This design comes from an exercise in tuning for small area, a short achievable clock period and few clock cycles on the open sky130 flow, not from production work.
In this exercise RTL edits were held to simulation tests only and were not proved equivalent to the original.
No activity file was given, so power comes from the tool's default toggle rates.

## v14
==> flow/design.v <==
package pgtl_pkg;
    localparam int SAMPLE_COUNT = 8;
    localparam int PAIR_SLOTS   = SAMPLE_COUNT * (SAMPLE_COUNT - 1) / 2;
    localparam int POS_W        = 31;
    localparam int GENO_W       = 16;
    localparam int SAMPLE_W     = 3;
    localparam int CODE_W       = 2;
    localparam logic [POS_W-1:0] LONG_TRACT_MIN_RESET = 31'd10000;
    function automatic int pair_slot(input int i, input int j);
        pair_slot = ((i * (2 * SAMPLE_COUNT - i - 1)) >> 1) + (j - i - 1);
    endfunction
    function automatic logic [POS_W:0] prefix_carries(input logic [POS_W-1:0] p,
                                                      input logic [POS_W-1:0] g,
                                                      input logic cin);
        logic [POS_W:0] gg;
        logic [POS_W:0] pp;
        logic [POS_W:0] ng;
        logic [POS_W:0] np;
        gg = {g, cin};
        pp = {p, 1'b0};
        for (int l = 0; (1 << l) <= POS_W; l++)
        begin
            ng = gg;
            np = pp;
            for (int i = 0; i <= POS_W; i++)
            begin
                if (((i >> l) & 1) == 1)
                begin
                    ng[i] = gg[i] | (pp[i] & gg[((i >> l) << l) - 1]);
                    np[i] = pp[i] & pp[((i >> l) << l) - 1];
                end
            end
            gg = ng;
            pp = np;
        end
        prefix_carries = gg;
    endfunction
endpackage
module pgtl_pos_store
(
    input  logic                         clk,
    input  logic                         rst_n,
    input  logic                         clear,
    input  logic [pgtl_pkg::PAIR_SLOTS-1:0] sel,
    input  logic                         wr_en,
    input  logic [pgtl_pkg::POS_W-1:0]   wr_data,
    output logic [pgtl_pkg::POS_W-1:0]   rd_data
);
    logic [pgtl_pkg::POS_W-1:0]      mem [pgtl_pkg::PAIR_SLOTS];
    logic [pgtl_pkg::PAIR_SLOTS-1:0] valid_reg;
    always_ff @(posedge clk or negedge rst_n)
    begin
        if (!rst_n)
            valid_reg <= '0;
        else if (clear)
            valid_reg <= '0;
        else if (wr_en)
            valid_reg <= valid_reg | sel;
    end
    always_ff @(posedge clk)
    begin
        for (int k = 0; k < pgtl_pkg::PAIR_SLOTS; k++)
            if (wr_en && sel[k])
                mem[k] <= wr_data;
    end
    logic [pgtl_pkg::POS_W-1:0] rd_mux;
    logic                       rd_valid;
    always_comb
    begin
        rd_mux = '0;
        for (int k = 0; k < pgtl_pkg::PAIR_SLOTS; k++)
            rd_mux = rd_mux | (mem[k] & {pgtl_pkg::POS_W{sel[k]}});
    end
    assign rd_valid = ((sel & valid_reg) != '0);
    assign rd_data  = rd_mux & {pgtl_pkg::POS_W{rd_valid}};
endmodule
module pairwise_genotype_tract_lengths
(
    input  logic                          clk,
    input  logic                          rst_n,
    input  logic                          cfg_valid,
    output logic                          cfg_ready,
    input  logic [pgtl_pkg::POS_W-1:0]    cfg_long_tract_min,
    input  logic                          site_valid,
    output logic                          site_ready,
    input  logic                          site_new_scaffold,
    input  logic                          site_is_indel,
    input  logic [pgtl_pkg::POS_W-1:0]    site_position,
    input  logic [pgtl_pkg::GENO_W-1:0]   site_genotypes,
    output logic                          result_valid,
    input  logic                          result_ready,
    output logic [pgtl_pkg::SAMPLE_W-1:0] result_first_sample,
    output logic [pgtl_pkg::SAMPLE_W-1:0] result_second_sample,
    output logic [pgtl_pkg::POS_W-1:0]    result_tract_length,
    output logic                          result_long_tract,
    output logic                          result_last_of_site
);
    localparam int NP = pgtl_pkg::PAIR_SLOTS;
    localparam int PW = pgtl_pkg::POS_W;
    localparam int NS = pgtl_pkg::SAMPLE_COUNT;
    function automatic logic [NP-1:0] below(input logic [NP-1:0] m);
        logic [NP-1:0] o;
        logic [NP-1:0] n;
        o = m;
        for (int l = 0; (1 << l) < NP; l++)
        begin
            n = o;
            for (int i = 0; i < NP; i++)
                if (((i >> l) & 1) == 1)
                    n[i] = o[i] | o[((i >> l) << l) - 1];
            o = n;
        end
        below = {o[NP-2:0], 1'b0};
    endfunction
    function automatic logic two_or_more(input logic [NP-1:0] m);
        logic [31:0] a;
        logic [31:0] t;
        logic [31:0] na;
        logic [31:0] nt;
        a = '0;
        a[NP-1:0] = m;
        t = '0;
        for (int w = 32; w > 1; w = w / 2)
        begin
            na = '0;
            nt = '0;
            for (int i = 0; i < w / 2; i++)
            begin
                na[i] = a[2*i] | a[2*i+1];
                nt[i] = t[2*i] | t[2*i+1] | (a[2*i] & a[2*i+1]);
            end
            a = na;
            t = nt;
        end
        two_or_more = t[0];
    endfunction
    function automatic logic [1:0] count8(input logic [NS-1:0] m);
        logic any;
        logic two;
        any = 1'b0;
        two = 1'b0;
        for (int i = 0; i < NS; i++)
        begin
            two = two | (any & m[i]);
            any = any | m[i];
        end
        count8 = {two, any};
    endfunction
    logic [PW-1:0] long_min_reg;
    assign cfg_ready = 1'b1;
    always_ff @(posedge clk or negedge rst_n)
    begin
        if (!rst_n)
            long_min_reg <= pgtl_pkg::LONG_TRACT_MIN_RESET;
        else if (cfg_valid)
            long_min_reg <= cfg_long_tract_min;
    end
    logic          s_empty;
    logic          s_valid;
    logic          s_ns;
    logic          s_nz;
    logic [PW-1:0] s_pos;
    logic [NP-1:0] s_mask;
    logic [NP-1:0] in_mask;
    logic          in_nz;
    logic          in_more;
    logic          s_more;
    logic          s_take;
    logic          s_leave;
    logic          pend_clear;
    logic          s_rdy;
    logic          s_empty_next;
    assign site_ready = s_rdy;
    assign s_valid    = !s_empty;
    always_comb
    begin
        logic [NS-1:0] ref_s;
        logic [NS-1:0] alt_s;
        logic [1:0]    ref_c;
        logic [1:0]    alt_c;
        for (int i = 0; i < NS; i++)
        begin
            ref_s[i] = (site_genotypes[2*i +: 2] == 2'd0);
            alt_s[i] = (site_genotypes[2*i +: 2] == 2'd2);
        end
        in_mask = '0;
        for (int i = 0; i < NS; i++)
            for (int j = i + 1; j < NS; j++)
                in_mask[pgtl_pkg::pair_slot(i, j)] =
                    !site_is_indel && ((ref_s[i] && alt_s[j]) || (alt_s[i] && ref_s[j]));
        ref_c   = count8(ref_s);
        alt_c   = count8(alt_s);
        in_nz   = !site_is_indel && ref_c[0] && alt_c[0];
        in_more = !site_is_indel && ((ref_c[1] && alt_c[0]) || (ref_c[0] && alt_c[1]));
    end
    always_ff @(posedge clk)
    begin
        if (s_empty)
        begin
            s_ns   <= site_new_scaffold;
            s_nz   <= in_nz;
            s_more <= in_more;
            s_pos  <= site_position;
            s_mask <= in_mask;
        end
    end
    logic          a_valid;
    logic [NP-1:0] a_oh;
    logic [NP-1:0] a_rest;
    logic [PW-1:0] a_pos;
    logic          a_more;
    logic          adv;
    logic          a_fire;
    logic          a_upd;
    logic [NP-1:0] s_m;
    logic [NP-1:0] bl_r;
    logic [NP-1:0] bl_s;
    logic [NP-1:0] lo_r;
    logic [NP-1:0] lo_s;
    logic          clear;
    logic [PW-1:0] rd_data;
    logic [pgtl_pkg::SAMPLE_W-1:0] a_first;
    logic [pgtl_pkg::SAMPLE_W-1:0] a_second;
    logic          out_valid;
    assign adv     = !out_valid || result_ready;
    assign a_fire  = a_valid && adv;
    assign a_upd   = adv || !a_valid;
    assign s_take  = a_upd && !a_more && s_valid && s_nz;
    assign s_leave = s_valid && (!s_nz || (a_upd && !a_more));
    assign clear   = s_take && (s_ns || pend_clear);
    assign s_m  = s_mask;
    assign bl_r = below(a_rest);
    assign bl_s = below(s_m);
    assign lo_r = a_rest & ~bl_r;
    assign lo_s = s_m & ~bl_s;
    assign s_empty_next = s_empty ? !(site_valid && s_rdy) : s_leave;
    always_ff @(posedge clk or negedge rst_n)
    begin
        if (!rst_n)
            s_rdy <= 1'b0;
        else
            s_rdy <= s_empty_next;
    end
    always_ff @(posedge clk or negedge rst_n)
    begin
        if (!rst_n)
        begin
            s_empty    <= 1'b1;
            a_valid    <= 1'b0;
            a_more     <= 1'b0;
            pend_clear <= 1'b0;
        end
        else
        begin
            s_empty <= s_empty_next;
            if (s_take)
                pend_clear <= 1'b0;
            else if (s_valid && !s_nz && s_ns)
                pend_clear <= 1'b1;
            if (a_upd)
            begin
                if (a_more)
                    a_more <= two_or_more(a_rest);
                else
                    a_more <= s_valid && s_more;
                a_valid <= a_more || (s_valid && s_nz);
            end
        end
    end
    always_ff @(posedge clk)
    begin
        if (a_upd)
        begin
            if (a_more)
            begin
                a_oh   <= lo_r;
                a_rest <= a_rest & bl_r;
            end
            else
            begin
                a_oh   <= lo_s;
                a_rest <= s_m & bl_s;
                a_pos  <= s_pos;
            end
        end
    end
    pgtl_pos_store u_store
    (
        .clk     (clk),
        .rst_n   (rst_n),
        .clear   (clear),
        .sel     (a_oh),
        .wr_en   (a_fire),
        .wr_data (a_pos),
        .rd_data (rd_data)
    );
    always_comb
    begin
        a_first  = '0;
        a_second = '0;
        for (int i = 0; i < NS; i++)
            for (int j = i + 1; j < NS; j++)
                if (a_oh[pgtl_pkg::pair_slot(i, j)])
                begin
                    a_first  = a_first  | i[pgtl_pkg::SAMPLE_W-1:0];
                    a_second = a_second | j[pgtl_pkg::SAMPLE_W-1:0];
                end
    end
    logic                          b_valid;
    logic                          b2_valid;
    logic [PW-1:0]                 b_p;
    logic [PW-1:0]                 b_g;
    logic [pgtl_pkg::SAMPLE_W-1:0] b_first;
    logic [pgtl_pkg::SAMPLE_W-1:0] b_second;
    logic                          b_last;
    logic [PW:0]                   b_c;
    logic                          b_fwd;
    logic                          min_zero;
    always_ff @(posedge clk or negedge rst_n)
    begin
        if (!rst_n)
        begin
            b_valid   <= 1'b0;
            b2_valid  <= 1'b0;
            out_valid <= 1'b0;
        end
        else if (adv)
        begin
            b_valid   <= a_valid;
            b2_valid  <= b_valid;
            out_valid <= b2_valid;
        end
    end
    always_ff @(posedge clk)
    begin
        if (adv)
        begin
            b_p      <= a_pos ^ ~rd_data;
            b_g      <= a_pos & ~rd_data;
            b_first  <= a_first;
            b_second <= a_second;
            b_last   <= !a_more;
        end
    end
    assign b_c   = pgtl_pkg::prefix_carries(b_p, b_g, 1'b1);
    assign b_fwd = b_c[PW];
    assign min_zero = (long_min_reg == '0);
    logic [PW-1:0]                 b2_diff;
    logic                          b2_fwd;
    logic [pgtl_pkg::SAMPLE_W-1:0] b2_first;
    logic [pgtl_pkg::SAMPLE_W-1:0] b2_second;
    logic                          b2_last;
    always_ff @(posedge clk)
    begin
        if (adv)
        begin
            b2_diff   <= b_p ^ b_c[PW-1:0];
            b2_fwd    <= b_fwd;
            b2_first  <= b_first;
            b2_second <= b_second;
            b2_last   <= b_last;
        end
    end
    logic [pgtl_pkg::SAMPLE_W-1:0] out_first;
    logic [pgtl_pkg::SAMPLE_W-1:0] out_second;
    logic [PW-1:0]                 out_len;
    logic                          out_long;
    logic                          out_last;
    logic                          out_valid_port;
    logic [PW:0]                   l_c;
    assign l_c = pgtl_pkg::prefix_carries(b2_diff ^ ~long_min_reg, b2_diff & ~long_min_reg, 1'b1);
    always_ff @(posedge clk)
    begin
        if (adv)
        begin
            out_first  <= b2_first;
            out_second <= b2_second;
            out_len    <= b2_fwd ? b2_diff : '0;
            out_long   <= b2_fwd ? l_c[PW] : min_zero;
            out_last   <= b2_last;
        end
    end
    always_ff @(posedge clk or negedge rst_n)
    begin
        if (!rst_n)
            out_valid_port <= 1'b0;
        else
            out_valid_port <= b2_valid || (out_valid_port && !result_ready);
    end
    assign result_valid         = out_valid_port;
    assign result_first_sample  = out_first;
    assign result_second_sample = out_second;
    assign result_tract_length  = out_len;
    assign result_long_tract    = out_long;
    assign result_last_of_site  = out_last;
endmodule
clock: 5.5 ns
lec_check: 0
cap_margin: 20
core_margin: 2
core_utilization: 65
cts_cluster_diameter: 80
cts_cluster_size: 25
setup_slack_margin: 3.0
slew_margin: 20
run.sh (not shown) runs the stock make flow with config.mk's settings and CLKGATE_MAP_FILE= SYNTH_SCRIPT=/design/flow/synth_recipe.tcl, a recipe that flattens the netlist after the stock synthesis.
Testbench counts of v14, summed over its fixed seeds: cycles 25,635.
Setup changes, v14 to v28
-- flow/design.v --
<<< v14, line 35
        end
        prefix_carries = gg;
    endfunction
endpackage
>>> v28, line 35
        end
        prefix_carries = gg;
    endfunction
    function automatic logic carry_out(input logic [POS_W:0] a,
                                       input logic [POS_W:0] b,
                                       input logic cin);
        logic [POS_W+1:0] gg;
        logic [POS_W+1:0] pp;
        logic [POS_W+1:0] ng;
        logic [POS_W+1:0] np;
        gg = {a & b, cin};
        pp = {a | b, 1'b0};
        for (int l = 0; (1 << l) <= POS_W + 1; l++)
        begin
            ng = gg;
            np = pp;
            for (int i = 0; i <= POS_W + 1; i++)
            begin
                if (((i >> l) & 1) == 1)
                begin
                    ng[i] = gg[i] | (pp[i] & gg[((i >> l) << l) - 1]);
                    np[i] = pp[i] & pp[((i >> l) << l) - 1];
                end
            end
            gg = ng;
            pp = np;
        end
        carry_out = gg[POS_W+1];
    endfunction
endpackage
<<< v14, line 316
    logic [PW:0]                   b_c;
    logic                          b_fwd;
    logic                          min_zero;
    always_ff @(posedge clk or negedge rst_n)
>>> v28, line 342
    logic [PW:0]                   b_c;
    logic                          b_fwd;
    logic [PW:0]                   m_s;
    logic [PW:0]                   m_k;
    logic                          m_geq;
    logic                          min_zero;
    always_ff @(posedge clk or negedge rst_n)
<<< v14, line 345
    assign b_c   = pgtl_pkg::prefix_carries(b_p, b_g, 1'b1);
    assign b_fwd = b_c[PW];
    assign min_zero = (long_min_reg == '0);
    logic [PW-1:0]                 b2_diff;
    logic                          b2_fwd;
    logic [pgtl_pkg::SAMPLE_W-1:0] b2_first;
    logic [pgtl_pkg::SAMPLE_W-1:0] b2_second;
>>> v28, line 374
    assign b_c   = pgtl_pkg::prefix_carries(b_p, b_g, 1'b1);
    assign b_fwd = b_c[PW];
    always_comb
    begin
        m_s = '0;
        m_k = '0;
        m_k[0] = 1'b1;
        for (int i = 0; i < PW; i++)
        begin
            m_s[i]   = b_p[i] ^ ~long_min_reg[i];
            m_k[i+1] = b_g[i] | (b_p[i] & ~long_min_reg[i]);
        end
    end
    assign m_geq    = pgtl_pkg::carry_out(m_s, m_k, 1'b1);
    assign min_zero = (long_min_reg == '0);
    logic [PW-1:0]                 b2_diff;
    logic                          b2_fwd;
    logic                          b2_geq;
    logic [pgtl_pkg::SAMPLE_W-1:0] b2_first;
    logic [pgtl_pkg::SAMPLE_W-1:0] b2_second;
<<< v14, line 357
            b2_diff   <= b_p ^ b_c[PW-1:0];
            b2_fwd    <= b_fwd;
            b2_first  <= b_first;
            b2_second <= b_second;
>>> v28, line 399
            b2_diff   <= b_p ^ b_c[PW-1:0];
            b2_fwd    <= b_fwd;
            b2_geq    <= m_geq;
            b2_first  <= b_first;
            b2_second <= b_second;
<<< v14, line 368
    logic                          out_last;
    logic                          out_valid_port;
    logic [PW:0]                   l_c;
    assign l_c = pgtl_pkg::prefix_carries(b2_diff ^ ~long_min_reg, b2_diff & ~long_min_reg, 1'b1);
    always_ff @(posedge clk)
    begin
>>> v28, line 411
    logic                          out_last;
    logic                          out_valid_port;
    always_ff @(posedge clk)
    begin
<<< v14, line 377
            out_second <= b2_second;
            out_len    <= b2_fwd ? b2_diff : '0;
            out_long   <= b2_fwd ? l_c[PW] : min_zero;
            out_last   <= b2_last;
        end
>>> v28, line 418
            out_second <= b2_second;
            out_len    <= b2_fwd ? b2_diff : '0;
            out_long   <= b2_fwd ? b2_geq : min_zero;
            out_last   <= b2_last;
        end
Findings:
Lower starting utilization of the core area was reported by v28, not v14. | internal cell power | v28 vs v14 | worse |. Going from v14 to v28, synthesized area higher; clock buffer count from CTS has increased; count of antenna diodes in the layout roughly the same; area of the core region picked up an extra 1100 um2. Taking v14 as the reference, in v28 met1 global-route usage shrank by 1.4 points, share of synthesized cell area in full adder, half adder and majority cells held steady, part of the cycle the worst path needs held steady, part of the power in combinational logic grew by 1.2 points. v14 closes out successfully: all stages finished, all timing, DRC and antenna checks passed. v28 was carried through to the last stage, and its layout satisfied the timing, DRC and antenna checks. The lower largest net degree at the start of global routing came out of v28. Max number of buffers outside the clock class in the layout across v14 and v28: v14. v14 and v28 ended up with nearly the same final wirelength.
Testbench counts of v28, summed over its fixed seeds: cycles 25,635.

[separate check: timing with driven ports]
Ports are ideal in the flow. The routed layouts listed here were re-timed in OpenROAD.
Step 1 sets driving cells, clkbuf_16 on the clock port and buf_2 on the other inputs (assumed; they add their load-dependent delay and slew).
Step 2 also shifts input and output timing later by t, the mid clock arrival at the registers, as if the neighbouring blocks saw the same clock.
Three values: no drivers, after step 1, after step 2; two values: the first two.
run	t (ns)	slack for setup (ns)	latest minus earliest clock arrival (ns)	slew at the worst register clock pin (ns)
v14	0.748	2.933 / 2.933 / 2.282	0.034 / 0.035	0.10 / 0.10
v28	0.764	2.927 / 2.927 / 2.269	0.052 / 0.053	0.10 / 0.10
After both steps every run listed still meets setup and hold. The setup slack of v28, which loses most, moves by 0.000 ns with the drivers and by -0.658 ns with both steps.
